This is an optimization exercise on Yosys and OpenROAD, whose aim is small area, a short achievable clock period and few clock cycles per item, not a production implementation. Where RTL was checked, it was by simulation tests only, not by an equivalence proof against the original. For runs 3 and 4, only the layout was checked, not whether the RTL still works. Power and IR drop assume default switching activity.

==> flow/design.v, too long to show whole: its modules and the start of the top module <==
// module alu_core: 128 lines
// module pfx_add: 58 lines
// module alu_unit: 57 lines
// module booth_mul: 116 lines
// module mul_tree: 1018 lines
// module execute: 34 lines
// module execute_top: 101 lines
module execute_top (
    input  logic        clk,
    input  logic        rst,
    input  logic        flush,
    input  logic        alu_issue,
    input  logic [6:0]  alu_op_code,
    input  logic [2:0]  alu_funct3,
    input  logic [6:0]  alu_funct7,
    input  logic [31:0] alu_imm,
    input  logic [31:0] alu_pc,
    input  logic [31:0] alu_rs1,
    input  logic [31:0] alu_rs2,
    input  logic [5:0]  alu_pd,
    input  logic [4:0]  alu_rd,
    input  logic [4:0]  alu_rob,
    input  logic        alu_pred_taken,
    input  logic [31:0] alu_btb_pc_next,
    input  logic        mul_issue,
    input  logic [2:0]  mul_funct3,
    input  logic [31:0] mul_rs1,
    input  logic [31:0] mul_rs2,
    input  logic [5:0]  mul_pd,
    input  logic [4:0]  mul_rd,
    input  logic [4:0]  mul_rob,
    input  logic [31:0] mul_pc,
    output logic        mul_ready,
    output logic        alu_wb_valid,
    output logic [31:0] alu_pv,
    output logic [5:0]  alu_wb_pd,
    output logic [4:0]  alu_wb_rd,
    output logic [31:0] alu_wb_pc,
    output logic [4:0]  alu_wb_rob,
    output logic [31:0] alu_pc_next,
    output logic        alu_update_pc_next,
    output logic        alu_branch_taken,
    output logic        mul_wb_valid,
    output logic [31:0] mul_pv,
    output logic [5:0]  mul_wb_pd,
    output logic [4:0]  mul_wb_rd,
    output logic [31:0] mul_wb_pc,
    output logic [4:0]  mul_wb_rob
);
  // ...
==> flow/flow/run.sh <==
#!/bin/bash
set -o pipefail
export SETUP_SLACK_MARGIN=6.1
export BUFFER_PORTS_ARGS="-buffer_cell sky130_fd_sc_hd__buf_2"
bash standard.sh > standard.log 2>&1
==> flow/standard.sh <==
#!/bin/bash
# synth_recipe.tcl (not shown) runs the flow's synth.tcl, then flattens the netlist and writes it again
# the make line also repeats each setting of config.mk as NAME=value (left out here)
make -C /OpenROAD-flow-scripts/flow DESIGN_CONFIG=/design/flow/config.mk WORK_HOME=/design/flow/orfs CLKGATE_MAP_FILE= SYNTH_SCRIPT=/design/flow/synth_recipe.tcl "${@:-finish}"
==> flow/config.mk <==
export PLATFORM = sky130hd
export DESIGN_NAME = execute_top
export DESIGN_NICKNAME = execute_top
export VERILOG_FILES = /design/flow/design.v
export SDC_FILE = /design/flow/constraint.sdc
export NUM_CORES = 4
export LEC_CHECK = 0
export ABC_AREA = 1
export CAP_MARGIN = 20
export CORE_MARGIN = 2
export CORE_UTILIZATION = 40
export CTS_BUF_LIST = sky130_fd_sc_hd__clkbuf_8
export CTS_CLUSTER_SIZE = 25
export SLEW_MARGIN = 60
export TNS_END_PERCENT = 30
==> flow/constraint.sdc <==
create_clock -name core_clock -period 10.0 [get_ports {clk}]
set_input_delay 2.0000 -clock core_clock [delete_from_list [all_inputs] [get_ports {clk}]]
set_output_delay 2.0000 -clock core_clock [all_outputs]
set_load 0.01 [all_outputs]
==> summary.md, run 1 <==
| Metric | Value |
|---|---|
| Run status | no timing/DRC/antenna violations |
| Multiplexer share of the synthesized area | 0.0981% |
| Pint | around 0.0086 W |
| Worst setup path end | u_execute.u_alu_unit.pva_q[16] |
| Met1 WL | between 80 and 90 mm |
| Top cells by area in the synthesized netlist | sky130_fd_sc_hd__dfxtp_1, sky130_fd_sc_hd__fa_1, sky130_fd_sc_hd__ha_1, sky130_fd_sc_hd__xor2_1, sky130_fd_sc_hd__nand2_1 |
| Beginning of the worst register-to-register path | u_execute.u_booth_mul.neg1[4] |
| Crit. End Element | flop |
| Area of placed instances | 0.0551 mm² |
| Final-layout fill cell count | about 13000 |
| Number of enable flip-flop cells after synthesis | 0 |
| Met1 routing resource usage after global routing | between 40% and 50% |
| Top-area cell type share of the netlist area | ~25% |
| Number of iterations in the first detailed-routing pass | 11 |
| Relative area of clock buffers and inverters in the final design | between 4 and 5% |
| Gr usage total | roughly a third |
| Area fraction in compound gates after synthesis | ~17% |
| Most numerous cell types in the synthesized netlist | sky130_fd_sc_hd__nand2_1, sky130_fd_sc_hd__inv_1, sky130_fd_sc_hd__dfxtp_1, sky130_fd_sc_hd__xor2_1, sky130_fd_sc_hd__nand3_1 |
| Hold Violations, Final | 0 |
| Detailed placer's ending HPWL | between 150 and 200 mm |
| Highest achievable clock rate | 0.250 GHz |
| Total net switching power | 0.00818 W |
| Mean instance size in the synthesized netlist | about 8.1 µm² |
| Arrival time at the worst endpoint | approximately 4.7 ns |
| Fraction of final layout cells with drive strength greater than 1 | ~17% |
Testbench counts, summed over its fixed seeds: cycles 536, muls 512.
==> module booth_mul, before the edit <==
module booth_mul (
    input  logic                   clk,
    input  logic                   rst,
    input  logic                   flush,
    input  logic                   issue,
    input  exec_pkg::issue_entry_t entry,
    output logic                   ready,
    output logic                   wb_valid,
    output exec_pkg::exec_result_t result
);
    localparam int XL = 32;
    localparam int TW = 6 + 5 + 5 + XL;    
    exec_pkg::mul_op_e in_op;
    logic              sa, sb, ax;
    logic [XL+3:0]     bx;           
    logic [10:0]       neg, m1, m2, m3, m4;
    logic [XL+2:0]     ae, a3;       
    logic [TW-1:0]     tag;
    assign in_op = exec_pkg::mul_op_e'(entry.funct3);
    assign sa    = (in_op != exec_pkg::mul_mulhu);
    assign sb    = (in_op == exec_pkg::mul_mul) || (in_op == exec_pkg::mul_mulh);
    assign ax    = sa & entry.rs1_v[XL-1];
    assign bx    = {{3{sb & entry.rs2_v[XL-1]}}, entry.rs2_v, 1'b0};
    assign ae    = {{3{ax}}, entry.rs1_v};
    always_comb begin
        for (int i = 0; i < 11; i++) begin
            logic [3:0] g;
            g      = bx[3*i +: 4];
            neg[i] = g[3] & ~(g[2] & g[1] & g[0]);
            m1[i]  = (g[1] ^ g[0]) & ~(g[3] ^ g[2]);
            m2[i]  = ~(g[1] ^ g[0]) & (g[2] ^ g[1]);
            m3[i]  = (g[1] ^ g[0]) & (g[3] ^ g[2]);
            m4[i]  = ~(g[1] ^ g[0]) & ~(g[2] ^ g[1]) & (g[3] ^ g[2]);
        end
    end
    logic a3_co;
    pfx_add #(.W(XL+3)) u_a3 (
        .a (ae), .b ({ae[XL+1:0], 1'b0}), .cin (1'b0), .s (a3), .cout (a3_co)
    );
    assign tag = {entry.pd, entry.rd, entry.rob_entry, entry.pc};
    logic              v1, lo1, ax1;
    logic [XL-1:0]     a1;
    logic [XL+2:0]     a3_1;
    logic [10:0]       neg1, m1_1, m2_1, m3_1, m4_1;
    logic [TW-1:0]     tag1;
    logic              v2, lo2;
    logic [2*XL-1:0]   x2, y2, z2;
    logic [TW-1:0]     tag2;
    logic              v3;
    logic [XL-1:0]     pv3;
    logic [TW-1:0]     tag3;
    always_ff @(posedge clk) begin
        if (rst) begin
            v1 <= 1'b0;
            v2 <= 1'b0;
            v3 <= 1'b0;
        end else begin
            v1 <= issue;
            v2 <= v1;
            v3 <= v2;
        end
    end
    always_ff @(posedge clk) begin
        lo1   <= (in_op == exec_pkg::mul_mul);
        a1    <= entry.rs1_v;
        ax1   <= ax;
        a3_1  <= a3;
        neg1  <= neg;
        m1_1  <= m1;
        m2_1  <= m2;
        m3_1  <= m3;
        m4_1  <= m4;
        tag1  <= tag;
    end
    logic [2*XL-1:0] sx, sy, sz, prod;
    mul_tree u_mul_tree (
        .a   (a1),
        .ax  (ax1),
        .t   (a3_1),
        .neg (neg1),
        .m1  (m1_1),
        .m2  (m2_1),
        .m3  (m3_1),
        .m4  (m4_1),
        .x   (sx),
        .y   (sy),
        .z   (sz)
    );
    always_ff @(posedge clk) begin
        lo2  <= lo1;
        x2   <= sx;
        y2   <= sy;
        z2   <= sz;
        tag2 <= tag1;
    end
    logic [2*XL-1:0] cs_s, cs_c;
    logic            prod_co;
    assign cs_s = x2 ^ y2 ^ z2;
    assign cs_c = {(x2[2*XL-2:0] & y2[2*XL-2:0]) | (x2[2*XL-2:0] & z2[2*XL-2:0])
                   | (y2[2*XL-2:0] & z2[2*XL-2:0]), 1'b0};
    pfx_add #(.W(2*XL), .SPARSE(1)) u_final (
        .a (cs_s), .b (cs_c), .cin (1'b0), .s (prod), .cout (prod_co)
    );
    always_ff @(posedge clk) begin
        pv3  <= lo2 ? prod[XL-1:0] : prod[2*XL-1:XL];
        tag3 <= tag2;
    end
    assign ready    = 1'b1;
    assign wb_valid = v3;
    always_comb begin
        result = '0;
        {result.pd, result.rd, result.rob_entry, result.pc} = tag3;
        result.pv      = pv3;
        result.regf_we = v3;
    end
endmodule
==> run 2, diff against run 1 <==
--- a/flow/design.v
+++ b/flow/design.v
@@ -353,17 +353,17 @@
     );
     assign tag = {entry.pd, entry.rd, entry.rob_entry, entry.pc};
     logic              v1, lo1, ax1;
     logic [XL-1:0]     a1;
     logic [XL+2:0]     a3_1;
     logic [10:0]       neg1, m1_1, m2_1, m3_1, m4_1;
     logic [TW-1:0]     tag1;
     logic              v2, lo2;
-    logic [2*XL-1:0]   x2, y2, z2;
+    logic [2*XL-1:0]   x2, y2;
     logic [TW-1:0]     tag2;
     logic              v3;
     logic [XL-1:0]     pv3;
     logic [TW-1:0]     tag3;
     always_ff @(posedge clk) begin
         if (rst) begin
             v1 <= 1'b0;
             v2 <= 1'b0;
@@ -381,44 +381,38 @@
         a3_1  <= a3;
         neg1  <= neg;
         m1_1  <= m1;
         m2_1  <= m2;
         m3_1  <= m3;
         m4_1  <= m4;
         tag1  <= tag;
     end
-    logic [2*XL-1:0] sx, sy, sz, prod;
+    logic [2*XL-1:0] sx, sy, prod;
     mul_tree u_mul_tree (
         .a   (a1),
         .ax  (ax1),
         .t   (a3_1),
         .neg (neg1),
         .m1  (m1_1),
         .m2  (m2_1),
         .m3  (m3_1),
         .m4  (m4_1),
         .x   (sx),
-        .y   (sy),
-        .z   (sz)
+        .y   (sy)
     );
     always_ff @(posedge clk) begin
         lo2  <= lo1;
         x2   <= sx;
         y2   <= sy;
-        z2   <= sz;
         tag2 <= tag1;
     end
-    logic [2*XL-1:0] cs_s, cs_c;
-    logic            prod_co;
-    assign cs_s = x2 ^ y2 ^ z2;
-    assign cs_c = {(x2[2*XL-2:0] & y2[2*XL-2:0]) | (x2[2*XL-2:0] & z2[2*XL-2:0])
-                   | (y2[2*XL-2:0] & z2[2*XL-2:0]), 1'b0};
+    logic prod_co;
     pfx_add #(.W(2*XL), .SPARSE(1)) u_final (
-        .a (cs_s), .b (cs_c), .cin (1'b0), .s (prod), .cout (prod_co)
+        .a (x2), .b (y2), .cin (1'b0), .s (prod), .cout (prod_co)
     );
     always_ff @(posedge clk) begin
         pv3  <= lo2 ? prod[XL-1:0] : prod[2*XL-1:XL];
         tag3 <= tag2;
     end
     assign ready    = 1'b1;
     assign wb_valid = v3;
     always_comb begin
@@ -433,18 +427,17 @@
     input  logic        ax,
     input  logic [34:0] t,
     input  logic [10:0] neg,
     input  logic [10:0] m1,
     input  logic [10:0] m2,
     input  logic [10:0] m3,
     input  logic [10:0] m4,
     output logic [63:0] x,
-    output logic [63:0] y,
-    output logic [63:0] z
+    output logic [63:0] y
 );
     logic pp1, pp2, pp3, pp4, pp5, pp6, pp7, pp8, pp9, pp10, pp11, pp12, pp13, pp14, pp15, pp16;
     logic pp17, pp18, pp19, pp20, pp21, pp22, pp23, pp24, pp25, pp26, pp27, pp28, pp29, pp30, pp31, pp32;
     logic pp33, pp34, pp35, pp36, pp37, pp38, pp39, pp40, pp41, pp42, pp43, pp44, pp45, pp46, pp47, pp48;
     logic pp49, pp50, pp51, pp52, pp53, pp54, pp55, pp56, pp57, pp58, pp59, pp60, pp61, pp62, pp63, pp64;
     logic pp65, pp66, pp67, pp68, pp69, pp70, pp71, pp72, pp73, pp74, pp75, pp76, pp77, pp78, pp79, pp80;
     logic pp81, pp82, pp83, pp84, pp85, pp86, pp87, pp88, pp89, pp90, pp91, pp92, pp93, pp94, pp95, pp96;
     logic pp97, pp98, pp99, pp100, pp101, pp102, pp103, pp104, pp105, pp106, pp107, pp108, pp109, pp110, pp111, pp112;
@@ -494,17 +487,25 @@
     logic s801, c802, s803, c804, s805, c806, s807, c808, s809, c810, s811, c812, s813, c814, s815, c816;
     logic s817, c818, s819, c820, s821, c822, s823, c824, s825, c826, s827, c828, s829, c830, s831, c832;
     logic s833, c834, s835, c836, s837, c838, s839, c840, s841, c842, s843, c844, s845, c846, s847, c848;
     logic s849, c850, s851, c852, s853, c854, s855, c856, s857, c858, s859, c860, s861, c862, s863, c864;
     logic s865, c866, s867, c868, s869, c870, s871, c872, s873, c874, s875, c876, s877, c878, s879, c880;
     logic s881, c882, s883, c884, s885, c886, s887, c888, s889, c890, s891, c892, s893, c894, s895, c896;
     logic s897, c898, s899, c900, s901, c902, s903, c904, s905, c906, s907, c908, s909, c910, s911, c912;
     logic s913, c914, s915, c916, s917, c918, s919, c920, s921, c922, s923, c924, s925, c926, s927, c928;
-    logic s929, c930, s931, c932, s933, c934, s935, c936, s937, c938, s939, c940, s941, c942;
+    logic s929, c930, s931, c932, s933, c934, s935, c936, s937, c938, s939, c940, s941, c942, s943, c944;
+    logic s945, c946, s947, c948, s949, c950, s951, c952, s953, c954, s955, c956, s957, c958, s959, c960;
+    logic s961, c962, s963, c964, s965, c966, s967, c968, s969, c970, s971, c972, s973, c974, s975, c976;
+    logic s977, c978, s979, c980, s981, c982, s983, c984, s985, c986, s987, c988, s989, c990, s991, c992;
+    logic s993, c994, s995, c996, s997, c998, s999, c1000, s1001, c1002, s1003, c1004, s1005, c1006, s1007, c1008;
+    logic s1009, c1010, s1011, c1012, s1013, c1014, s1015, c1016, s1017, c1018, s1019, c1020, s1021, c1022, s1023, c1024;
+    logic s1025, c1026, s1027, c1028, s1029, c1030, s1031, c1032, s1033, c1034, s1035, c1036, s1037, c1038, s1039, c1040;
+    logic s1041, c1042, s1043, c1044, s1045, c1046, s1047, c1048, s1049, c1050, s1051, c1052, s1053, c1054, s1055, c1056;
+    logic s1057, c1058, s1059, c1060, s1061, c1062, s1063, c1064;
     assign pp1 = ((m1[0] & a[0]) | (m3[0] & t[0])) ^ neg[0];
     assign pp2 = ((m1[0] & a[1]) | (m2[0] & a[0]) | (m3[0] & t[1])) ^ neg[0];
     assign pp3 = ((m1[0] & a[2]) | (m2[0] & a[1]) | (m3[0] & t[2]) | (m4[0] & a[0])) ^ neg[0];
     assign pp4 = ((m1[0] & a[3]) | (m2[0] & a[2]) | (m3[0] & t[3]) | (m4[0] & a[1])) ^ neg[0];
     assign pp5 = ((m1[0] & a[4]) | (m2[0] & a[3]) | (m3[0] & t[4]) | (m4[0] & a[2])) ^ neg[0];
     assign pp6 = ((m1[0] & a[5]) | (m2[0] & a[4]) | (m3[0] & t[5]) | (m4[0] & a[3])) ^ neg[0];
     assign pp7 = ((m1[0] & a[6]) | (m2[0] & a[5]) | (m3[0] & t[6]) | (m4[0] & a[4])) ^ neg[0];
     assign pp8 = ((m1[0] & a[7]) | (m2[0] & a[6]) | (m3[0] & t[7]) | (m4[0] & a[5])) ^ neg[0];
@@ -1437,19 +1438,140 @@
     assign s935 = pp346 ^ pp378 ^ c830;
     assign c936 = (pp346 & pp378) | (pp346 & c830) | (pp378 & c830);
     assign s937 = pp315 ^ pp347 ^ pp379;
     assign c938 = (pp315 & pp347) | (pp315 & pp379) | (pp347 & pp379);
     assign s939 = 1'b1 ^ pp348;
     assign c940 = 1'b1 & pp348;
     assign s941 = 1'b1 ^ pp349;
     assign c942 = 1'b1 & pp349;
-    assign x = {1'b1, 1'b1, pp350, pp381, pp380, c832, s831, c828, s827, s823, c818, s817, c810, c806, s805, s801, s797, s793, c786, c782, s781, c774, c770, s769, s765, s761, s757, s753, s749, s745, s741, s737, s733, s729, s725, s721, s717, s713, s709, s705, s701, s697, s693, s689, s685, s681, s677, s673, s669, s663, s659, s655, s653, s651, s649, pp73, pp72, pp39, pp6, pp5, neg[1], pp3, pp2, neg[0]};
-    assign y = {pp384, pp383, pp382, s941, s939, s937, s935, s933, s931, s929, s927, s925, s923, s921, s919, s917, s915, s913, s911, s909, s907, s905, s903, s901, s899, s897, s895, s893, s891, s889, s887, s885, s883, s881, s879, s877, s875, s873, s871, s869, s867, s865, s863, s861, s859, s857, s855, s853, s851, s849, s847, s845, s843, s841, s839, s837, s835, pp71, pp38, pp37, pp4, 1'b0, 1'b0, pp1};
-    assign z = {1'b0, 1'b0, c942, c940, c938, c936, c934, c932, c930, c928, c926, c924, c922, c920, c918, c916, c914, c912, c910, c908, c906, c904, c902, c900, c898, c896, c894, c892, c890, c888, c886, c884, c882, c880, c878, c876, c874, c872, c870, c868, c866, c864, c862, c860, c858, c856, c854, c852, c850, c848, c846, c844, c842, c840, c838, c836, c834, s833, 1'b0, 1'b0, pp36, 1'b0, 1'b0, 1'b0};
+    assign s943 = neg[1] ^ pp4;
+    assign c944 = neg[1] & pp4;
+    assign s945 = pp5 ^ pp37;
+    assign c946 = pp5 & pp37;
+    assign s947 = pp6 ^ pp38;
+    assign c948 = pp6 & pp38;
+    assign s949 = pp39 ^ pp71 ^ s833;
+    assign c950 = (pp39 & pp71) | (pp39 & s833) | (pp71 & s833);
+    assign s951 = pp72 ^ c834 ^ s835;
+    assign c952 = (pp72 & c834) | (pp72 & s835) | (c834 & s835);
+    assign s953 = pp73 ^ c836 ^ s837;
+    assign c954 = (pp73 & c836) | (pp73 & s837) | (c836 & s837);
+    assign s955 = c838 ^ s649 ^ s839;
+    assign c956 = (c838 & s649) | (c838 & s839) | (s649 & s839);
+    assign s957 = s651 ^ c840 ^ s841;
+    assign c958 = (s651 & c840) | (s651 & s841) | (c840 & s841);
+    assign s959 = s653 ^ c842 ^ s843;
+    assign c960 = (s653 & c842) | (s653 & s843) | (c842 & s843);
+    assign s961 = s655 ^ c844 ^ s845;
+    assign c962 = (s655 & c844) | (s655 & s845) | (c844 & s845);
+    assign s963 = s659 ^ c846 ^ s847;
+    assign c964 = (s659 & c846) | (s659 & s847) | (c846 & s847);
+    assign s965 = s663 ^ c848 ^ s849;
+    assign c966 = (s663 & c848) | (s663 & s849) | (c848 & s849);
+    assign s967 = s669 ^ c850 ^ s851;
+    assign c968 = (s669 & c850) | (s669 & s851) | (c850 & s851);
+    assign s969 = s673 ^ c852 ^ s853;
+    assign c970 = (s673 & c852) | (s673 & s853) | (c852 & s853);
+    assign s971 = s677 ^ c854 ^ s855;
+    assign c972 = (s677 & c854) | (s677 & s855) | (c854 & s855);
+    assign s973 = s681 ^ c856 ^ s857;
+    assign c974 = (s681 & c856) | (s681 & s857) | (c856 & s857);
+    assign s975 = s685 ^ c858 ^ s859;
+    assign c976 = (s685 & c858) | (s685 & s859) | (c858 & s859);
+    assign s977 = s689 ^ c860 ^ s861;
+    assign c978 = (s689 & c860) | (s689 & s861) | (c860 & s861);
+    assign s979 = s693 ^ c862 ^ s863;
+    assign c980 = (s693 & c862) | (s693 & s863) | (c862 & s863);
+    assign s981 = s697 ^ c864 ^ s865;
+    assign c982 = (s697 & c864) | (s697 & s865) | (c864 & s865);
+    assign s983 = s701 ^ c866 ^ s867;
+    assign c984 = (s701 & c866) | (s701 & s867) | (c866 & s867);
+    assign s985 = s705 ^ c868 ^ s869;
+    assign c986 = (s705 & c868) | (s705 & s869) | (c868 & s869);
+    assign s987 = s709 ^ c870 ^ s871;
+    assign c988 = (s709 & c870) | (s709 & s871) | (c870 & s871);
+    assign s989 = s713 ^ c872 ^ s873;
+    assign c990 = (s713 & c872) | (s713 & s873) | (c872 & s873);
+    assign s991 = s717 ^ c874 ^ s875;
+    assign c992 = (s717 & c874) | (s717 & s875) | (c874 & s875);
+    assign s993 = s721 ^ c876 ^ s877;
+    assign c994 = (s721 & c876) | (s721 & s877) | (c876 & s877);
+    assign s995 = s725 ^ c878 ^ s879;
+    assign c996 = (s725 & c878) | (s725 & s879) | (c878 & s879);
+    assign s997 = s729 ^ c880 ^ s881;
+    assign c998 = (s729 & c880) | (s729 & s881) | (c880 & s881);
+    assign s999 = s733 ^ c882 ^ s883;
+    assign c1000 = (s733 & c882) | (s733 & s883) | (c882 & s883);
+    assign s1001 = s737 ^ c884 ^ s885;
+    assign c1002 = (s737 & c884) | (s737 & s885) | (c884 & s885);
+    assign s1003 = s741 ^ c886 ^ s887;
+    assign c1004 = (s741 & c886) | (s741 & s887) | (c886 & s887);
+    assign s1005 = s745 ^ c888 ^ s889;
+    assign c1006 = (s745 & c888) | (s745 & s889) | (c888 & s889);
+    assign s1007 = s749 ^ c890 ^ s891;
+    assign c1008 = (s749 & c890) | (s749 & s891) | (c890 & s891);
+    assign s1009 = s753 ^ c892 ^ s893;
+    assign c1010 = (s753 & c892) | (s753 & s893) | (c892 & s893);
+    assign s1011 = s757 ^ c894 ^ s895;
+    assign c1012 = (s757 & c894) | (s757 & s895) | (c894 & s895);
+    assign s1013 = s761 ^ c896 ^ s897;
+    assign c1014 = (s761 & c896) | (s761 & s897) | (c896 & s897);
+    assign s1015 = s765 ^ c898 ^ s899;
+    assign c1016 = (s765 & c898) | (s765 & s899) | (c898 & s899);
+    assign s1017 = s769 ^ c900 ^ s901;
+    assign c1018 = (s769 & c900) | (s769 & s901) | (c900 & s901);
+    assign s1019 = c770 ^ c902 ^ s903;
+    assign c1020 = (c770 & c902) | (c770 & s903) | (c902 & s903);
+    assign s1021 = c774 ^ s905 ^ c904;
+    assign c1022 = (c774 & s905) | (c774 & c904) | (s905 & c904);
+    assign s1023 = s781 ^ s907 ^ c906;
+    assign c1024 = (s781 & s907) | (s781 & c906) | (s907 & c906);
+    assign s1025 = c782 ^ c908 ^ s909;
+    assign c1026 = (c782 & c908) | (c782 & s909) | (c908 & s909);
+    assign s1027 = c786 ^ s911 ^ c910;
+    assign c1028 = (c786 & s911) | (c786 & c910) | (s911 & c910);
+    assign s1029 = s793 ^ s913 ^ c912;
+    assign c1030 = (s793 & s913) | (s793 & c912) | (s913 & c912);
+    assign s1031 = s797 ^ c914 ^ s915;
+    assign c1032 = (s797 & c914) | (s797 & s915) | (c914 & s915);
+    assign s1033 = s801 ^ c916 ^ s917;
+    assign c1034 = (s801 & c916) | (s801 & s917) | (c916 & s917);
+    assign s1035 = s805 ^ c918 ^ s919;
+    assign c1036 = (s805 & c918) | (s805 & s919) | (c918 & s919);
+    assign s1037 = c806 ^ c920 ^ s921;
+    assign c1038 = (c806 & c920) | (c806 & s921) | (c920 & s921);
+    assign s1039 = c810 ^ s923 ^ c922;
+    assign c1040 = (c810 & s923) | (c810 & c922) | (s923 & c922);
+    assign s1041 = s817 ^ s925 ^ c924;
+    assign c1042 = (s817 & s925) | (s817 & c924) | (s925 & c924);
+    assign s1043 = c818 ^ s927 ^ c926;
+    assign c1044 = (c818 & s927) | (c818 & c926) | (s927 & c926);
+    assign s1045 = s823 ^ s929 ^ c928;
+    assign c1046 = (s823 & s929) | (s823 & c928) | (s929 & c928);
+    assign s1047 = s827 ^ c930 ^ s931;
+    assign c1048 = (s827 & c930) | (s827 & s931) | (c930 & s931);
+    assign s1049 = c828 ^ s933 ^ c932;
+    assign c1050 = (c828 & s933) | (c828 & c932) | (s933 & c932);
+    assign s1051 = s831 ^ c934 ^ s935;
+    assign c1052 = (s831 & c934) | (s831 & s935) | (c934 & s935);
+    assign s1053 = c832 ^ s937 ^ c936;
+    assign c1054 = (c832 & s937) | (c832 & c936) | (s937 & c936);
+    assign s1055 = pp380 ^ s939 ^ c938;
+    assign c1056 = (pp380 & s939) | (pp380 & c938) | (s939 & c938);
+    assign s1057 = pp381 ^ c940 ^ s941;
+    assign c1058 = (pp381 & c940) | (pp381 & s941) | (c940 & s941);
+    assign s1059 = pp350 ^ pp382 ^ c942;
+    assign c1060 = (pp350 & pp382) | (pp350 & c942) | (pp382 & c942);
+    assign s1061 = 1'b1 ^ pp383;
+    assign c1062 = 1'b1 & pp383;
+    assign s1063 = 1'b1 ^ pp384;
+    assign c1064 = 1'b1 & pp384;
+    assign x = {s1063, s1061, s1059, s1057, s1055, s1053, s1051, s1049, s1047, s1045, s1043, s1041, s1039, s1037, s1035, s1033, s1031, s1029, s1027, s1025, s1023, s1021, s1019, s1017, s1015, s1013, s1011, s1009, s1007, s1005, s1003, s1001, s999, s997, s995, s993, s991, s989, s987, s985, s983, s981, s979, s977, s975, s973, s971, s969, s967, s965, s963, s961, s959, s957, s955, s953, s951, s949, s947, s945, pp36, pp3, pp2, neg[0]};
+    assign y = {c1062, c1060, c1058, c1056, c1054, c1052, c1050, c1048, c1046, c1044, c1042, c1040, c1038, c1036, c1034, c1032, c1030, c1028, c1026, c1024, c1022, c1020, c1018, c1016, c1014, c1012, c1010, c1008, c1006, c1004, c1002, c1000, c998, c996, c994, c992, c990, c988, c986, c984, c982, c980, c978, c976, c974, c972, c970, c968, c966, c964, c962, c960, c958, c956, c954, c952, c950, c948, c946, c944, s943, 1'b0, 1'b0, pp1};
 endmodule
 `default_nettype wire
 `timescale 1ns/1ps
 `default_nettype none
 module execute (
     input  logic                   clk,
     input  logic                   rst,
     input  logic                   flush,
==> flow/flow/run.sh (replaced) <==
#!/bin/bash
set -o pipefail
export SETUP_SLACK_MARGIN=6
export BUFFER_PORTS_ARGS="-buffer_cell sky130_fd_sc_hd__buf_2"
bash standard.sh > standard.log 2>&1
==> run 2 against run 1 <==
  * Total power decreased by 11%
  * Critical path depth decreased by 2
  * Clock power decreased by 12%
  * Sequential power decreased by 7.3%
  * Synthesized cell count increased by 0.94%
  * Register-to-register slack got worse by 0.10 ns
  * Global-route usage decreased by 1.3 points
  * Clock skew decreased by 0.013 ns
  * Utilization increased by 0.69 points
  * Setup slack got worse by 0.083 ns
  * Combinational power decreased by 13%
  * Die area decreased by 1.6%
  * Critical endpoint is now u_execute.u_booth_mul.x2[41]
==> summary.md, run 2 <==
| Metric | Value |
|---|---|
| Number of enable flip-flop cells after synthesis | 0 (unchanged) |
| Hold Path Class | flop to flop |
| Largest fanout of any net on the critical path | 35 |
| CTS HTree Levels | 3 |
| Yosys warns | 7 |
| Run status | no timing/DRC/antenna violations |
| DRT iter0 DRCs | between 6000 and 7000 |
| Largest vdd supply drop | around 0.19 mV |
| Nets@finish | approximately 7700 |
| Top cells by area in the synthesized netlist | sky130_fd_sc_hd__dfxtp_1, sky130_fd_sc_hd__fa_1, sky130_fd_sc_hd__ha_1, sky130_fd_sc_hd__xor2_1, sky130_fd_sc_hd__nand2_1 |
| Power per standard cell area | ~260 mW/mm² |
| Via count of the first global-routing pass | between 40000 and 50000 |
| Lkg Pwr | about 27 nW |
| Most numerous cell on the critical path | sky130_fd_sc_hd__fa_1 |
| Critical path launch point | u_execute.u_booth_mul.m3_1[2] |
| Slew at the pin with the worst max-slew slack | 0.748 ns |
| Final worst-path cycle share | between 40% and 50% |
| Fraction of registers with async set or reset after synthesis | 0% |
| Slowest stage cell, crit path | sky130_fd_sc_hd__fa_1 |
| Detailed-route via count | ~50000 |
| Final setup skew | around 0.055 ns |
| Max transition margin | 50.1% |
| Die Outline Area | ~0.13 mm² |
| Pre-CTS WS | around 4.7 ns |
| Detailed placer's ending HPWL | 159 mm (-6.1%) |
| Longest Clk Path Bufs | 3 |
| Top-area cell type share of the netlist area | 22.9% (-1.8 points) |
| Starting Density | 40.4% |
| Row count | roughly 130 |
| Number of top-level design ports | 511 |
| Maximum number of pins on one net before global-route repair | 73 |
| Flip-flop cell with the highest count after synthesis | sky130_fd_sc_hd__dfxtp_1 |
| # Max-Cap Violations | 0 |
| Largest register FFs | 64 |
| Most common cell after layout, fill and taps aside | sky130_fd_sc_hd__nand2_1 |
| Root cell of the clock tree | sky130_fd_sc_hd__clkbuf_8 |
| Number of iterations in the first detailed-routing pass | 15 (+4) |
| Clock tree sinks | 575 |
| Endpoints failing setup | 0 |
| Cell area after synthesis | 0.0502 mm² |
| Count of cell types in the netlist | 63 |
| Core ar. | around 0.12 mm² |
| Gpl congestion | about 1.0 |
| Leading registers by flop count | u_execute.u_booth_mul.x2: 64 flops, u_execute.u_booth_mul.y2: 62 flops |
| Max Slew Vio Count | 0 |
| Syn_nets | approximately 7400 |
| Arrival time at the worst endpoint | 4.73 ns (+0.03 ns) |
| Most numerous cell types in the synthesized netlist | sky130_fd_sc_hd__nand2_1, sky130_fd_sc_hd__inv_1, sky130_fd_sc_hd__dfxtp_1, sky130_fd_sc_hd__xor2_1, sky130_fd_sc_hd__nand3_1 |
| Most common cell in the synthesized netlist | sky130_fd_sc_hd__nand2_1 |
| Final non-filler cell total | 8403 |
| Most flop-heavy register | u_execute.u_booth_mul.x2 |
| Crit. End Element | flop |
| Insertion delay of the later-clocked pin in the worst-skew pair | around 0.80 ns |
| Wire length of the first global-routing pass | 307 mm |
| Type of the worst setup path | flop to flop |
| Highest achievable clock rate | 0.245 GHz (-2.0%) |
| Unrepaired setup endpoints after global routing | yes |
| Critical path, cell by cell | buf_4 > o41ai_4 > buf_2 > xor2_4 > fa_1 > fa_1 > fa_1 > inv_1 > fa_1 > inv_1 > fa_1 |
| Fraction of final layout cells with drive strength greater than 1 | 16.6% (+0.067 points) |
| ANT nets after route | 0 |
| Total CTS buffers | between 90 and 100 |
| Detailed Route WL | between 200 and 250 mm |
| Post-cts hold buffer count | 0 |
| Critical Path Max Stage Delay | approximately 0.5 ns |
| Required time reported for the critical path endpoint | about 11 ns |
| Initial antenna violation count | 17 |
| Gr usage total | 32.2% (-1.3 points) |
| DRC Markers | 0 |
| Startpoint kind of the worst setup timing path | flop |
| Most used cells in the layout excluding fill and tap cells | sky130_fd_sc_hd__nand2_1, sky130_fd_sc_hd__inv_1, sky130_fd_sc_hd__dfxtp_1 |
| Yosys top cell by area | sky130_fd_sc_hd__dfxtp_1 |
| #FFs+latches synth | roughly 580 |
| Number of placed instances with taps included | 8180 |
| Count of input and output buffers | 500 |
| Minimum setup slack in the final design | ~6 ns |
| Area added between synthesis and finish | 15.3% |
| Number of vias per cell after detailed routing | 5.93 |
| Die Y-Extent | about 360 µm |
| Die Wd | ~360 µm |
| CTS tree | done |
| Minimum clock period after layout | just over 4 ns |
| Hold Violations, Final | 0 (unchanged) |
| Post-synthesis sequential area ratio | a little under a quarter |
| Clock transition at the register clock pins on the worst setup and hold paths after CTS | approximately 0.070 ns |
| Sum Neg Setup Slack | 0 ns |
| Total gr overflow | 0 |
| Wire length per cell | 25.8 µm |
| Mean instance size in the synthesized netlist | 7.89 µm² (-2.6%) |
| Number of standard cells after synthesis | approximately 6400 |
| Beginning of the worst register-to-register path | u_execute.u_booth_mul.m3_1[2] |
| Hold path startpoint | u_execute.u_booth_mul.tag2[42] |
## run 2: cell types whose count changed after synthesis, moves of 7 or more
cell	previous run	this run
sky130_fd_sc_hd__nand4_1	86	74
sky130_fd_sc_hd__or2_2	60	47
sky130_fd_sc_hd__inv_1	823	900
sky130_fd_sc_hd__nand3b_1	16	29
sky130_fd_sc_hd__nand3_1	428	438
sky130_fd_sc_hd__nand2_1	892	976
sky130_fd_sc_hd__o211ai_1	37	28
sky130_fd_sc_hd__or2_1	7	0
sky130_fd_sc_hd__dfxtp_1	630	575
sky130_fd_sc_hd__xor2_1	465	455
sky130_fd_sc_hd__inv_2	21	14
sky130_fd_sc_hd__nand2_2	15	2
sky130_fd_sc_hd__nor2_1	210	230
## run 2: worst paths after layout
check	endpoint	slack, ns	cells after the start
worst max register to register	u_execute.u_booth_mul.x2[41]	5.92	11
worst max-delay path	u_execute.u_booth_mul.x2[41]	5.92	11
worst min register to register	u_execute.u_booth_mul.tag3[42]	0.32	0
worst min-delay path	u_execute.u_booth_mul.tag3[42]	0.32	0
## run 2: cell families after synthesis
| kind of cell | after synthesis | share of synthesized area [%] |
|---|---|---|
| compound gates | 1296 | 17.5 |
| xor+xnor | 522 | 9.13 |
| fa+ha+maj | 731 | 23.6 |
| buf+inv | 1354 | 10.3 |
| flops | 575 | 22.9 |
| mux | 3 | 0.0598 |
| other cells | 1 | 0.00747 |
| simple gates | 1881 | 16.5 |
## run 2: routing by layer
layer	global-route usage (%)	part of all wire, %
met4	19.9	8.0
met3	11.8	13
met1	38.4	37
met5	0.296	0.046
met2	49.2	43
## run 2: power breakdown
group | switching, W | internal [W]
clock network | 0.00104 | 0.00133
logic | 0.00565 | 0.00349
registers | 0.000465 | 0.00294
total | 0.00715 | 0.00776
## run 2: metrics by stage
step	hold WS, ns	power (W)	utilization (%)	cell area [µm²]
finish	0.318	0.0149	46.6	57900
global placement	0.310	0.0120	43.4	53900
floorplan	0.310	0.00867	-	50300
CTS	0.304	0.0147	45.7	56800
detailed placement	0.312	0.0122	43.7	54200
global route	0.320	0.0160	46.6	57800
## run 2: area by class of cell
| class | instances | area (µm²) |
|---|---|---|
| multi-input cells | 4435 | 34200 |
| clock inverters | 51 | 523 |
| repair buffers | 648 | 4160 |
| inverters | 920 | 3610 |
| clock buffers | 120 | 1650 |
| diodes | 17 | 42.5 |
| flip-flops and latches | 575 | 11600 |
| fillers | 12300 | 66300 |
| well taps | 1637 | 2050 |
## run 2: critical path: cells and delay by family (launching register included)
kind | cells | cell delay, ns
AO/OA/AOI/OAI | 1 | 0.46
buffers and inverters | 4 | 0.64
flip-flops | 1 | 0.29
adder cells (fa/ha/maj) | 5 | 2.26
XOR/XNOR | 1 | 0.29
## run 2: what timing repair did
| action | 4_1_cts | 5_1_grt |
|---|---|---|
| pin swaps | 4 | 14 |
| setup buffers | 5 | 19 |
| endpoints found under the setup margin | 97 | 133 |
| gates cloned | 2 | 9 |
| resized for setup | 78 | 173 |
Testbench counts of run 2, summed over its fixed seeds: cycles 536, muls 512.
==> module alu_core, before the edit <==
module alu_core (
    input  exec_pkg::issue_entry_t  entry,
    output logic [32-1:0]   pv_a,
    output logic [32-1:0]   pv_b,
    output logic [32-1:0]   pc_next,
    output logic                    update_pc_next,
    output logic                    branch_taken
);
    localparam int XL = 32;
    logic [6:0]    op;
    logic [2:0]    f3;
    logic          f7_5;
    logic [XL-1:0] a, rs2, imm, pc, btb, b;
    assign op   = entry.op_code;
    assign f3   = entry.funct3;
    assign f7_5 = entry.funct7[5];
    assign imm  = entry.imm;
    assign pc   = entry.pc;
    assign btb  = entry.btb_pc_next;
    assign a    = entry.rs1_v;
    assign rs2  = entry.rs2_v;
    logic is_br, is_jal, is_jalr, is_lui, is_auipc, is_alu, is_op;
    assign is_br    = op[6] & ~op[2];
    assign is_jal   = op[6] & op[3];
    assign is_jalr  = op[6] & op[2] & ~op[3];
    assign is_lui   = ~op[6] & op[2] & op[5];
    assign is_auipc = ~op[6] & op[2] & ~op[5];
    assign is_alu   = ~op[6] & ~op[2];
    assign is_op    = ~op[6] & ~op[2] & op[5];
    assign b = op[5] ? rs2 : imm;
    logic [XL-1:0] rr, ri, pc_imm, pc_4;
    logic          rr_co, ri_co, pi_co;
    pfx_add #(.W(XL)) u_rr (
        .a (a), .b (rs2 ^ {XL{f7_5}}), .cin (f7_5), .s (rr), .cout (rr_co)
    );
    pfx_add #(.W(XL)) u_ri (
        .a (a), .b (imm), .cin (1'b0), .s (ri), .cout (ri_co)
    );
    pfx_add #(.W(XL)) u_pi (
        .a (pc), .b (imm), .cin (1'b0), .s (pc_imm), .cout (pi_co)
    );
    assign pc_4 = {pc[XL-1:2] + 1'b1, pc[1:0]};
    logic [XL-1:0] c_rr_s, c_ri_s;
    logic          c_rr_co, c_ri_co;
    pfx_add #(.W(XL)) u_c_rr (
        .a (a), .b (~rs2), .cin (1'b1), .s (c_rr_s), .cout (c_rr_co)
    );
    pfx_add #(.W(XL)) u_c_ri (
        .a (a), .b (~imm), .cin (1'b1), .s (c_ri_s), .cout (c_ri_co)
    );
    logic ltu_rr, lt_rr, ltu_ri, lt_ri, eq_rr;
    assign ltu_rr = ~c_rr_co;
    assign lt_rr  = (a[XL-1] ^ rs2[XL-1]) ? a[XL-1] : ltu_rr;
    assign ltu_ri = ~c_ri_co;
    assign lt_ri  = (a[XL-1] ^ imm[XL-1]) ? a[XL-1] : ltu_ri;
    assign eq_rr  = (a == rs2);
    logic          left, fill;
    logic [4:0]    shamt;
    logic [XL-1:0] sh_in, sh_out, sh_res;
    logic [2*XL-1:0] sh_wide;
    assign left  = ~f3[2];
    assign fill  = ~left & f7_5 & a[XL-1];
    assign shamt = op[5] ? rs2[4:0] : imm[4:0];
    always_comb begin
        for (int i = 0; i < XL; i++) begin
            sh_in[i] = left ? a[XL-1-i] : a[i];
        end
    end
    assign sh_wide = {{XL{fill}}, sh_in} >> shamt;
    assign sh_out  = sh_wide[XL-1:0];
    always_comb begin
        for (int i = 0; i < XL; i++) begin
            sh_res[i] = left ? sh_out[XL-1-i] : sh_out[i];
        end
    end
    logic [XL-1:0] need_i, gen_i, prop_i;
    logic          eq_imm, eq_4;
    assign prop_i = pc ^ imm;
    assign gen_i  = pc & imm;
    assign need_i = prop_i ^ btb;
    always_comb begin
        eq_imm = ~need_i[0];
        for (int i = 1; i < XL; i++) begin
            eq_imm = eq_imm & (need_i[i] == (gen_i[i-1] | (need_i[i-1] & prop_i[i-1])));
        end
    end
    assign eq_4 = (btb == pc_4);
    logic taken, redirect;
    always_comb begin
        case (f3)
            3'b000:  taken = eq_rr;
            3'b001:  taken = ~eq_rr;
            3'b100:  taken = lt_rr;
            3'b101:  taken = ~lt_rr;
            3'b110:  taken = ltu_rr;
            default: taken = ~ltu_rr;
        endcase
    end
    assign redirect = taken ? (~entry.pred_taken | ~eq_imm) : (entry.pred_taken | ~eq_4);
    logic sel_pc4, sel_pi, sel_rr, sel_ri, sel_lui, sel_b;
    assign sel_pc4 = op[6] & op[2];
    assign sel_pi  = is_auipc;
    assign sel_rr  = is_op & (f3 == 3'b000);
    assign sel_ri  = is_alu & ~op[5] & (f3 == 3'b000);
    assign sel_lui = is_lui;
    assign sel_b   = is_alu & (f3 != 3'b000);
    assign pv_a = ({XL{sel_pc4}} & pc_4) | ({XL{sel_pi}} & pc_imm)
                | ({XL{sel_rr}} & rr) | ({XL{sel_ri}} & ri);
    logic [XL-1:0] alu_b;
    always_comb begin
        case (f3)
            3'b010:  alu_b = {{(XL-1){1'b0}}, op[5] ? lt_rr : lt_ri};
            3'b011:  alu_b = {{(XL-1){1'b0}}, op[5] ? ltu_rr : ltu_ri};
            3'b100:  alu_b = a ^ b;
            3'b110:  alu_b = a | b;
            3'b111:  alu_b = a & b;
            default: alu_b = sh_res;
        endcase
    end
    assign pv_b = ({XL{sel_lui}} & imm) | ({XL{sel_b}} & alu_b);
    logic br_redir;
    assign br_redir = is_br & redirect;
    assign pc_next  = ({XL{is_jal | (br_redir & taken)}} & pc_imm)
                    | ({XL{is_jalr}} & {ri[XL-1:1], 1'b0})
                    | ({XL{br_redir & ~taken}} & pc_4);
    assign update_pc_next = is_jalr | br_redir;
    assign branch_taken   = is_br & taken;
endmodule
==> run 3, diff against run 2 <==
--- a/flow/design.v
+++ b/flow/design.v
@@ -84,7 +84,7 @@
     assign btb  = entry.btb_pc_next;
     assign a    = entry.rs1_v;
     assign rs2  = entry.rs2_v;
-    logic is_br, is_jal, is_jalr, is_lui, is_auipc, is_alu, is_op;
+    logic is_br, is_jal, is_jalr, is_lui, is_auipc, is_alu, is_op, use_rs2;
     assign is_br    = op[6] & ~op[2];
     assign is_jal   = op[6] & op[3];
     assign is_jalr  = op[6] & op[2] & ~op[3];
@@ -92,7 +92,8 @@
     assign is_auipc = ~op[6] & op[2] & ~op[5];
     assign is_alu   = ~op[6] & ~op[2];
     assign is_op    = ~op[6] & ~op[2] & op[5];
-    assign b = op[5] ? rs2 : imm;
+    assign use_rs2  = op[5] & ~op[2];
+    assign b = use_rs2 ? rs2 : imm;
     logic [XL-1:0] rr, ri, pc_imm, pc_4;
     logic          rr_co, ri_co, pi_co;
     pfx_add #(.W(XL)) u_rr (
@@ -125,7 +126,7 @@
     logic [2*XL-1:0] sh_wide;
     assign left  = ~f3[2];
     assign fill  = ~left & f7_5 & a[XL-1];
-    assign shamt = op[5] ? rs2[4:0] : imm[4:0];
+    assign shamt = use_rs2 ? rs2[4:0] : imm[4:0];
     always_comb begin
         for (int i = 0; i < XL; i++) begin
             sh_in[i] = left ? a[XL-1-i] : a[i];
@@ -174,8 +175,8 @@
     logic [XL-1:0] alu_b;
     always_comb begin
         case (f3)
-            3'b010:  alu_b = {{(XL-1){1'b0}}, op[5] ? lt_rr : lt_ri};
-            3'b011:  alu_b = {{(XL-1){1'b0}}, op[5] ? ltu_rr : ltu_ri};
+            3'b010:  alu_b = {{(XL-1){1'b0}}, use_rs2 ? lt_rr : lt_ri};
+            3'b011:  alu_b = {{(XL-1){1'b0}}, use_rs2 ? ltu_rr : ltu_ri};
             3'b100:  alu_b = a ^ b;
             3'b110:  alu_b = a | b;
             3'b111:  alu_b = a & b;
--- a/flow/config.mk
+++ b/flow/config.mk
@@ -9,7 +9,4 @@
 export CAP_MARGIN = 20
 export CORE_MARGIN = 2
 export CORE_UTILIZATION = 40
-export CTS_BUF_LIST = sky130_fd_sc_hd__clkbuf_8
-export CTS_CLUSTER_SIZE = 25
-export SLEW_MARGIN = 60
-export TNS_END_PERCENT = 30
+export SLEW_MARGIN = 20
==> run 3 against run 2 <==
  * Die area rose by 0.43%
  * Final cell count rose by 0.30%
  * Flip-flop and latch count did not move
  * Total power rose by 2.9%
  * Final area rose by 1.9%
  * Clock power rose by 3%
  * Via count rose by 1.1%
  * Sequential share of layout area fell by 0.37 points
  * Synthesized cell count barely moved
  * Highest routed layer unchanged
==> summary.md, run 3 <==
| Metric | Value |
|---|---|
| Dominant combinational cell family by area after synthesis | adder cells |
| Total CTS buffers | 60 (-37%) |
| Via count of the first global-routing pass | 48000 (+1.5%) |
| #FFs+latches synth | 575 (unchanged) |
| Crit. End Element | flop |
| Post-layout total power | 0.0153 W (+2.9%) |
| Power per standard cell area | 260 mW/mm² (+0.90%) |
| Largest register FFs | 64 (unchanged) |
| Most flop-heavy register | u_execute.u_booth_mul.x2 |
| Top cells by area in the synthesized netlist | sky130_fd_sc_hd__dfxtp_1, sky130_fd_sc_hd__fa_1, sky130_fd_sc_hd__ha_1, sky130_fd_sc_hd__xor2_1, sky130_fd_sc_hd__nand2_1 |
| Sum Neg Setup Slack | 0 ns (unchanged) |
| Endpoints failing setup | 0 (unchanged) |
| Number of top-level design ports | 511 (unchanged) |
| Hold Violations, Final | 0 (unchanged) |
| Arrival time at the worst endpoint | 4.60 ns (-0.13 ns) |
| Initial antenna violation count | 29 (+12) |
| Gr usage total | 33.7% (+1.5 points) |
| Number of iterations in the first detailed-routing pass | 13 (-2) |
| Most used cells in the layout excluding fill and tap cells | sky130_fd_sc_hd__nand2_1, sky130_fd_sc_hd__inv_1, sky130_fd_sc_hd__dfxtp_1 |
| Core ar. | 0.125 mm² (+1.0%) |
| Max transition margin | 34.9% (-15 points) |
| Beginning of the worst register-to-register path | u_execute.u_booth_mul.a1[7] |
| Critical path, cell by cell | clkinvlp_2 > o22ai_1 > a221oi_1 > xor2_1 > fa_1 > inv_1 > fa_1 > inv_1 > fa_1 > inv_1 > fa_1 |
| Final worst-path cycle share | 40.9% (+0.068 points) |
| Top cell family by delay on the critical path | adder cells |
| Hold path startpoint | u_execute.u_booth_mul.tag2[0] |
| Syn_nets | 7410 (+0.027%) |
| Yosys warns | 7 (unchanged) |
| Final setup skew | 0.0408 ns (-0.0138 ns) |
| Number of instances on the worst hold path | 0 (unchanged) |
| Area fraction in compound gates after synthesis | 17.6% (+0.036 points) |
| Leading registers by flop count | u_execute.u_booth_mul.x2: 64 flops, u_execute.u_booth_mul.y2: 62 flops |
| Switching power share of the total | 48.1% (+0.17 points) |
| Number of enable flip-flop cells after synthesis | 0 (unchanged) |
| DRT iter0 DRCs | 6834 (+0.44%) |
| Simple-gate portion of the synthesized area | 16.5% (+0.050 points) |
| Worst Path Buf+Inv | 4 (unchanged) |
| Most common cell after layout, fill and taps aside | sky130_fd_sc_hd__nand2_1 |
| Post-synthesis adder-cell area fraction | 23.5% (-0.10 points) |
| Slowest stage cell, crit path | sky130_fd_sc_hd__clkinvlp_2 |
| Number of standard cells after synthesis | 6365 (+0.031%) |
| Run status | no timing/DRC/antenna violations |
| Wire length per cell | 27.1 µm (+5.3%) |
| Count of input and output buffers | 500 (unchanged) |
| XOR/XNOR share of the synthesized area | 9.26% (+0.13 points) |
| Required time reported for the critical path endpoint | 10.52 ns (-0.13 ns) |
| Insertion delay of the later-clocked pin in the worst-skew pair | 0.71 ns (-0.09 ns) |
| Largest vdd supply drop | 0.203 mV (+6.9%) |
| # Max-Cap Violations | 0 (unchanged) |
| Number of cells on the worst reg-to-reg path | 11 (unchanged) |
| Most numerous cell types in the synthesized netlist | sky130_fd_sc_hd__nand2_1, sky130_fd_sc_hd__inv_1, sky130_fd_sc_hd__dfxtp_1, sky130_fd_sc_hd__nand3_1, sky130_fd_sc_hd__xor2_1 |
| Nets@finish | 7760 (+0.52%) |
| Detailed-route via count | 50400 (+1.1%) |
| Die Outline Area | 0.129 mm² (+0.43%) |
| Slew at the pin with the worst max-slew slack | 0.975 ns (+0.228 ns) |
| Top-area cell type share of the netlist area | 22.8% (-0.10 points) |
| ANT nets after route | 0 (unchanged) |
| Mean instance size in the synthesized netlist | 7.92 µm² (+0.40%) |
| Detailed Route WL | 229 mm (+5.6%) |
| Highest achievable clock rate | 0.245 GHz (-0.17%) |
| Clock group share of total power | 15.8% (about the same) |
| Final-layout fill cell count | 12400 (+0.57%) |
| Wire length of the first global-routing pass | 324 mm (+5.8%) |
| Row count | 130 (+0.78%) |
| Critical Path Max Stage Delay | 0.68 ns (+0.19 ns) |
| Most numerous cell on the critical path | sky130_fd_sc_hd__fa_1 |
| Register Area | 0.0116 mm² (about the same) |
| Flip-flop cell with the highest count after synthesis | sky130_fd_sc_hd__dfxtp_1 |
| DRC Markers | 0 (unchanged) |
| Yosys top cell by area | sky130_fd_sc_hd__dfxtp_1 |
| Pint | 0.00796 W (+2.5%) |
| CTS HTree Levels | 2 (-1) |
| Cell area after synthesis | 0.0504 mm² (+0.44%) |
| Longest Clk Path Bufs | 3 (unchanged) |
| Clock transition at the register clock pins on the worst setup and hold paths after CTS | 0.07 ns (about the same) |
| Register share of total power | 22.1% (-0.7 points) |
| Max Slew Vio Count | 0 (unchanged) |
| Number of vias per cell after detailed routing | 5.98 (+0.79%) |
| Count of cell types in the netlist | 60 (-4.8%) |
| Startpoint kind of the worst setup timing path | flop |
| Most common cell in the synthesized netlist | sky130_fd_sc_hd__nand2_1 |
| CTS tree | done |
| Endpoint of the worst hold-timing path | u_execute.u_booth_mul.tag3[0] |
| Total gr overflow | 0 (unchanged) |
| Hold Path Class | flop to flop |
| Starting Density | 40.2% (-0.24 points) |
| Die Y-Extent | 359 µm (+0.22%) |
| Capturing point of the worst reg2reg path | u_execute.u_booth_mul.x2[23] |
| Post-synthesis sequential area ratio | 22.8% (-0.10 points) |
| Root cell of the clock tree | sky130_fd_sc_hd__clkbuf_16 |
| Type of the worst setup path | flop to flop |
| Gpl congestion | 0.970 (-6.0%) |
| Detailed placer's ending HPWL | 164 mm (+3.7%) |
| Area added between synthesis and finish | 17.1% |
| Clock tree sinks | 575 (unchanged) |
| Unrepaired setup endpoints after global routing | yes |
| Minimum clock period after layout | 4.09 ns (+0.00681 ns) |
| Maximum number of pins on one net before global-route repair | 100 (+37%) |
| Die Wd | 359 µm (+0.22%) |
| Largest fanout of any net on the critical path | 13 (-63%) |
| Post-cts hold buffer count | 0 (unchanged) |
| Area occupied by multi-input gates | 0.0347 mm² (+1.4%) |
| Lkg Pwr | 27.5 nW (+1.0%) |
| Total net switching power | 0.00738 W (+3.2%) |
| Reg-to-reg slack, setup | 5.91 ns (about the same) |
| Fraction of final layout cells with drive strength greater than 1 | 17.3% (+0.67 points) |
| Fraction of registers with async set or reset after synthesis | 0% (unchanged) |
| Combinational share of power | 62.1% (+0.8 points) |
| Multiplexer share of the synthesized area | 0.0199% (-0.040 points) |
run 3: cell types whose count changed in the layout (fill, tap and decap cells not counted), sizes merged, moves of 4 or more:
cell	delta
nand3	+18
inv	-36
clkinvlp	+43
diode	-4
nor4	-5
o211ai	+19
nand4	-4
or2	+11
nor2	-9
nand3b	-6
buf	+47
clkinv	+4
clkbuf	-44
o21ai	-22
run 3: power by group through the flow:
stage	Combinational [W]	Clock (W)	Sequential (W)
6_report	0.00952	0.00243	0.00338
5_1_grt	0.0104	0.00255	0.00340
4_1_cts	0.00919	0.00245	0.00334
3_5_place_dp	0.00909	0	0.00338
3_3_place_gp	0.00895	0	0.00337
2_1_floorplan	0.00550	0	0.00320
run 3: layout make-up:
| cell class | count | area share (%) |
|---|---|---|
| multi-input combinational | 4437 | 58.8 |
| sequential | 575 | 19.7 |
| timing repair buffer | 694 | 7.91 |
| inverter | 923 | 6.17 |
| tap | 1650 | 3.50 |
| clock buffer | 77 | 2.79 |
| clock inverter | 35 | 0.812 |
| timing repair inverter | 24 | 0.263 |
| antenna | 13 | 0.0551 |
run 3: logic make-up after synthesis:
logic type / Yosys count
DFF: 575
and+or+nand+nor: 1881
buffers and inverters: 1358
xor gates and xnor gates: 528
AOI/OAI and AO/OA: 1290
adders and majority gates: 731
other: 1
muxes: 1
run 3: repair_timing:
item,in CTS,in global routing
buffers inserted,44,42
pin swaps,6,32
gates cloned,23,16
endpoints found under the setup margin,160,147
gates resized for setup,158,217
run 3: metrics by stage:
| step | utilization, % | worst slack [ns] | hold slack (ns) | cell area (µm²) | instances |
|---|---|---|---|---|---|
| 2_1_floorplan | - | 5.51 | 0.310 | 50600 | 6365 |
| 3_3_place_gp | 43.2 | 4.52 | 0.310 | 54200 | 8178 |
| 3_5_place_dp | 43.2 | 4.58 | 0.312 | 54200 | 8178 |
| 4_1_cts | 45.8 | 6.00 | 0.323 | 57400 | 8357 |
| 5_1_grt | 47.0 | 5.89 | 0.327 | 59000 | 8416 |
| 6_report | 47.0 | 5.91 | 0.320 | 59000 | 8428 |
run 3: worst max path at each step:
stage | endpoint | cells past startpoint | slack (ns) | start
after floorplan | u_execute.u_alu_unit.pva_q[16] | 14 | 5.51 | alu_funct7[5]
after global placement | u_execute.u_alu_unit.pvb_q[3] | 17 | 4.52 | alu_op_code[2]
after detailed placement | u_execute.u_alu_unit.pvb_q[3] | 17 | 4.58 | alu_op_code[2]
after CTS | u_execute.u_booth_mul.x2[37] | 12 | 6.00 | u_execute.u_booth_mul.m1_1[6]
after global routing | u_execute.u_booth_mul.x2[33] | 13 | 5.89 | u_execute.u_booth_mul.m3_1[0]
final | u_execute.u_booth_mul.x2[23] | 11 | 5.91 | u_execute.u_booth_mul.a1[7]
run 3: per-layer routing:
layer	part of all wire (%)	track usage (%)	vias up
met1	37	40.0	23700
met3	12	11.3	1063
met4	8.0	20.3	18
met2	43	52.8	3424
met5	0.13	0.592	-
li1	-	-	22200
==> module alu_unit, before the edit <==
module alu_unit (
    input  logic                   clk,
    input  logic                   rst,
    input  logic                   flush,
    input  logic                   issue,
    input  exec_pkg::issue_entry_t entry,
    output logic                   wb_valid,
    output exec_pkg::exec_result_t result
);
    logic [32-1:0] pv_a, pv_b, pc_next;
    logic                  update_pc_next, branch_taken;
    alu_core u_alu_core (
        .entry          (entry),
        .pv_a           (pv_a),
        .pv_b           (pv_b),
        .pc_next        (pc_next),
        .update_pc_next (update_pc_next),
        .branch_taken   (branch_taken)
    );
    logic                    valid_q;
    logic [32-1:0]   pva_q, pvb_q, pcn_q, pc_q;
    logic [6-1:0] pd_q;
    logic [4:0]              rd_q;
    logic [5-1:0]  rob_q;
    logic                    update_q, taken_q;
    always_ff @(posedge clk) begin
        if (rst) begin
            valid_q <= 1'b0;
        end else begin
            valid_q <= issue & ~flush;
        end
    end
    always_ff @(posedge clk) begin
        pva_q     <= pv_a;
        pvb_q     <= pv_b;
        pcn_q     <= pc_next;
        pd_q      <= entry.pd;
        rd_q      <= entry.rd;
        pc_q      <= entry.pc;
        rob_q     <= entry.rob_entry;
        update_q  <= update_pc_next;
        taken_q   <= branch_taken;
    end
    assign wb_valid = valid_q;
    always_comb begin
        result                = '0;
        result.pv             = pva_q | pvb_q;
        result.pd             = pd_q;
        result.rd             = rd_q;
        result.pc             = pc_q;
        result.rob_entry      = rob_q;
        result.regf_we        = valid_q;
        result.pc_next        = pcn_q;
        result.update_pc_next = update_q;
        result.branch_taken   = taken_q;
    end
endmodule
==> run 4, diff against run 3 <==
--- a/flow/design.v
+++ b/flow/design.v
@@ -67,7 +67,11 @@
     input  exec_pkg::issue_entry_t  entry,
     output logic [32-1:0]   pv_a,
     output logic [32-1:0]   pv_b,
-    output logic [32-1:0]   pc_next,
+    output logic [32-1:0]   tgt,
+    output logic                    sel_a,       
+    output logic                    sel_b,       
+    output logic                    sel_pv,      
+    output logic                    sel_tgt,     
     output logic                    update_pc_next,
     output logic                    branch_taken
 );
@@ -163,33 +167,32 @@
         endcase
     end
     assign redirect = taken ? (~entry.pred_taken | ~eq_imm) : (entry.pred_taken | ~eq_4);
-    logic sel_pc4, sel_pi, sel_rr, sel_ri, sel_lui, sel_b;
-    assign sel_pc4 = op[6] & op[2];
-    assign sel_pi  = is_auipc;
-    assign sel_rr  = is_op & (f3 == 3'b000);
-    assign sel_ri  = is_alu & ~op[5] & (f3 == 3'b000);
-    assign sel_lui = is_lui;
-    assign sel_b   = is_alu & (f3 != 3'b000);
-    assign pv_a = ({XL{sel_pc4}} & pc_4) | ({XL{sel_pi}} & pc_imm)
-                | ({XL{sel_rr}} & rr) | ({XL{sel_ri}} & ri);
-    logic [XL-1:0] alu_b;
     always_comb begin
-        case (f3)
-            3'b010:  alu_b = {{(XL-1){1'b0}}, use_rs2 ? lt_rr : lt_ri};
-            3'b011:  alu_b = {{(XL-1){1'b0}}, use_rs2 ? ltu_rr : ltu_ri};
-            3'b100:  alu_b = a ^ b;
-            3'b110:  alu_b = a | b;
-            3'b111:  alu_b = a & b;
-            default: alu_b = sh_res;
-        endcase
+        if (op[6])             pv_a = pc_4;
+        else if (op[2])        pv_a = pc_imm;
+        else if (op[5])        pv_a = rr;
+        else                   pv_a = ri;
+    end
+    always_comb begin
+        if (op[2]) begin
+            pv_b = imm;
+        end else begin
+            case (f3)
+                3'b010:  pv_b = {{(XL-1){1'b0}}, use_rs2 ? lt_rr : lt_ri};
+                3'b011:  pv_b = {{(XL-1){1'b0}}, use_rs2 ? ltu_rr : ltu_ri};
+                3'b100:  pv_b = a ^ b;
+                3'b110:  pv_b = a | b;
+                3'b111:  pv_b = a & b;
+                default: pv_b = sh_res;
+            endcase
+        end
     end
-    assign pv_b = ({XL{sel_lui}} & imm) | ({XL{sel_b}} & alu_b);
-    logic br_redir;
-    assign br_redir = is_br & redirect;
-    assign pc_next  = ({XL{is_jal | (br_redir & taken)}} & pc_imm)
-                    | ({XL{is_jalr}} & {ri[XL-1:1], 1'b0})
-                    | ({XL{br_redir & ~taken}} & pc_4);
-    assign update_pc_next = is_jalr | br_redir;
+    assign sel_a   = (op[6] & op[2]) | is_auipc | (is_alu & (f3 == 3'b000));
+    assign sel_b   = is_lui | (is_alu & (f3 != 3'b000));
+    assign tgt            = is_jalr ? {ri[XL-1:1], 1'b0} : pc_imm;
+    assign sel_pv         = is_br & redirect & ~taken;
+    assign sel_tgt        = is_jal | is_jalr | (is_br & redirect & taken);
+    assign update_pc_next = is_jalr | (is_br & redirect);
     assign branch_taken   = is_br & taken;
 endmodule
 module pfx_add #(
@@ -262,21 +265,27 @@
     output logic                   wb_valid,
     output exec_pkg::exec_result_t result
 );
-    logic [32-1:0] pv_a, pv_b, pc_next;
+    logic [32-1:0] pv_a, pv_b, tgt;
+    logic                  sel_a, sel_b, sel_pv, sel_tgt;
     logic                  update_pc_next, branch_taken;
     alu_core u_alu_core (
         .entry          (entry),
         .pv_a           (pv_a),
         .pv_b           (pv_b),
-        .pc_next        (pc_next),
+        .tgt            (tgt),
+        .sel_a          (sel_a),
+        .sel_b          (sel_b),
+        .sel_pv         (sel_pv),
+        .sel_tgt        (sel_tgt),
         .update_pc_next (update_pc_next),
         .branch_taken   (branch_taken)
     );
     logic                    valid_q;
-    logic [32-1:0]   pva_q, pvb_q, pcn_q, pc_q;
+    logic [32-1:0]   pva_q, pvb_q, tgt_q, pc_q;
     logic [6-1:0] pd_q;
     logic [4:0]              rd_q;
     logic [5-1:0]  rob_q;
+    logic                    sel_a_q, sel_b_q, sel_pv_q, sel_tgt_q;
     logic                    update_q, taken_q;
     always_ff @(posedge clk) begin
         if (rst) begin
@@ -288,24 +297,28 @@
     always_ff @(posedge clk) begin
         pva_q     <= pv_a;
         pvb_q     <= pv_b;
-        pcn_q     <= pc_next;
+        tgt_q     <= tgt;
         pd_q      <= entry.pd;
         rd_q      <= entry.rd;
         pc_q      <= entry.pc;
         rob_q     <= entry.rob_entry;
+        sel_a_q   <= sel_a;
+        sel_b_q   <= sel_b;
+        sel_pv_q  <= sel_pv;
+        sel_tgt_q <= sel_tgt;
         update_q  <= update_pc_next;
         taken_q   <= branch_taken;
     end
     assign wb_valid = valid_q;
     always_comb begin
         result                = '0;
-        result.pv             = pva_q | pvb_q;
+        result.pv             = ({32{sel_a_q}} & pva_q) | ({32{sel_b_q}} & pvb_q);
         result.pd             = pd_q;
         result.rd             = rd_q;
         result.pc             = pc_q;
         result.rob_entry      = rob_q;
         result.regf_we        = valid_q;
-        result.pc_next        = pcn_q;
+        result.pc_next        = ({32{sel_pv_q}} & pva_q) | ({32{sel_tgt_q}} & tgt_q);
         result.update_pc_next = update_q;
         result.branch_taken   = taken_q;
     end
==> run 4 against run 3 <==
  * Combinational power fell by 0.4%
  * Global-route usage is 0.75 points lower
  * Final area is 0.57% higher
  * Utilization grew 0.33 points
  * Maximum frequency increased by 0.69%
  * Synthesized area down 0.12%
  * Via count increased by 0.48%
  * Count of clock-buffer cells in the layout up 17
  * Wire length is 2.0% lower
  * Critical path type unchanged
  * Largest cell class unchanged
  * Highest routed layer unchanged
==> summary.md, run 4 <==
| Metric | Value |
|---|---|
| Run status | no timing/DRC/antenna violations |
| Sum Neg Setup Slack | 0 ns (unchanged) |
| Number of standard cells after synthesis | 6406 (+0.64%) |
| Yosys warns | 7 (unchanged) |
| Detailed Route WL | 224 mm (-2.0%) |
| Wire length of the first global-routing pass | 315 mm (-2.8%) |
| Most numerous cell types in the synthesized netlist | sky130_fd_sc_hd__nand2_1, sky130_fd_sc_hd__inv_1, sky130_fd_sc_hd__dfxtp_1, sky130_fd_sc_hd__xor2_1, sky130_fd_sc_hd__nand3_1 |
| DRT iter0 DRCs | 6698 (-2.0%) |
| Initial antenna violation count | 27 (-6.9%) |
| Number of enable flip-flop cells after synthesis | 0 (unchanged) |
| Total gr overflow | 0 (unchanged) |
| Highest achievable clock rate | 0.246 GHz (+0.69%) |
| Gr usage total | 33.0% (-0.75 points) |
| CTS tree | done |
| Fraction of registers with async set or reset after synthesis | 0% (unchanged) |
| Count of cell types in the netlist | 61 (+1.7%) |
| Fin Hold WS | 0.310 ns (-0.0108 ns) |
| Clock transition at the register clock pins on the worst setup and hold paths after CTS | 0.06 ns (about the same) |
| Yosys top cell by area | sky130_fd_sc_hd__dfxtp_1 |
| Flip-flop cell with the highest count after synthesis | sky130_fd_sc_hd__dfxtp_1 |
| Most common cell after layout, fill and taps aside | sky130_fd_sc_hd__nand2_1 |
| Via count of the first global-routing pass | 47700 (-0.74%) |
| Slew at the pin with the worst max-slew slack | 0.998 ns (+0.0223 ns) |
run 4: changes by cell type in the layout (fill, tap and decap cells not counted), sizes merged, moves of 11 or more:
cell    change
a21oi      +29
o211ai     -12
or2        -36
nand4      -33
clkbuf     +17
o21ai      +34
o21bai     +15
nor2       +34
buf        +11
o221ai     -33
a211oi     +26
inv        -55
nand2      +73
run 4: repair_timing:
item,CTS,global route
cloned,27,15
gates resized for setup,221,217
pin swaps,6,20
setup buffers,44,64
endpoints found under the setup margin,203,129
run 4: final cells by class:
class / instances / area, µm² / area share (%)
Multi-Input combinational cell: 4530 / 34600 / 58.3
Sequential cell: 579 / 11700 / 19.8
Timing Repair Buffer: 705 / 4860 / 8.19
Inverter: 863 / 3450 / 5.82
Tap cell: 1650 / 2060 / 3.48
Clock buffer: 94 / 1970 / 3.33
Clock inverter: 36 / 459 / 0.774
Timing Repair inverter: 25 / 170 / 0.287
Antenna cell: 20 / 50.0 / 0.0844
run 4: report_power, final:
group	internal, W	switching (W)	total [W]	leakage [nW]
logic	0.00364	0.00585	0.00948	21.5
clock network	0.00155	0.00112	0.00268	1.17
registers	0.00297	0.000495	0.00346	4.89
run 4: critical path, cell delays in order (launching register included):
cell and delay (ns):
sky130_fd_sc_hd__dfxtp_1 0.35, sky130_fd_sc_hd__inv_2 0.13, sky130_fd_sc_hd__buf_12 0.19, sky130_fd_sc_hd__o22ai_1 0.11, sky130_fd_sc_hd__a221oi_1 0.25, sky130_fd_sc_hd__xor2_1 0.50, sky130_fd_sc_hd__fa_1 0.55, sky130_fd_sc_hd__fa_1 0.50
sky130_fd_sc_hd__inv_1 0.05, sky130_fd_sc_hd__fa_1 0.35, sky130_fd_sc_hd__inv_1 0.07, sky130_fd_sc_hd__fa_1 0.40, sky130_fd_sc_hd__inv_1 0.08, sky130_fd_sc_hd__fa_1 0.40
run 4: cell families after synthesis:
| kind of cell | Yosys count | synth area share [%] |
|---|---|---|
| DFF | 579 | 23.0 |
| muxes | 1 | 0.0199 |
| adders and majority gates | 731 | 23.5 |
| xor gates and xnor gates | 526 | 9.15 |
| buffers and inverters | 1300 | 9.93 |
| AOI/OAI and AO/OA | 1361 | 18.3 |
| other | 1 | 0.00745 |
| and+or+nand+nor | 1907 | 16.1 |
run 4: worst paths after layout:
check	start	end	slack, ns	depth (start not counted)
setup / recovery	u_execute.u_booth_mul.m2_1[2]	u_execute.u_booth_mul.x2[29]	5.94	13
setup reg to reg	u_execute.u_booth_mul.m2_1[2]	u_execute.u_booth_mul.x2[29]	5.94	13
hold / removal	u_execute.u_booth_mul.tag2[33]	u_execute.u_booth_mul.tag3[33]	0.31	0
hold reg to reg	u_execute.u_booth_mul.tag2[33]	u_execute.u_booth_mul.tag3[33]	0.31	0
run 4: layer usage:
metal  routed length, µm  part of all wire (%)  global-route usage [%]
met1               83100                    37                    39.4
met2               95700                    43                    51.1
met3               26700                    12                    11.2
met4               18300                   8.2                    19.8
met5                 122                 0.054                       0
run 4: through the flow:
stage	util [%]	cells	worst slack [ns]	total power, W	instance area [µm²]
2_1_floorplan	-	6406	5.60	0.00879	50500
3_3_place_gp	43.1	8202	4.31	0.0123	54000
3_5_place_dp	43.1	8202	4.29	0.0125	54000
4_1_cts	46.0	8403	5.87	0.0153	57600
5_1_grt	47.3	8490	5.89	0.0168	59300
6_report	47.4	8502	5.94	0.0156	59300

Re-timed with assumed drivers on the ports (clkbuf_16 on the clock, buf_2 on other inputs), run 4 has 5.942 ns of setup slack against 5.942 ns with ideal ports, and 5.312 ns once port delays also move by the mid clock arrival of 0.753 ns.
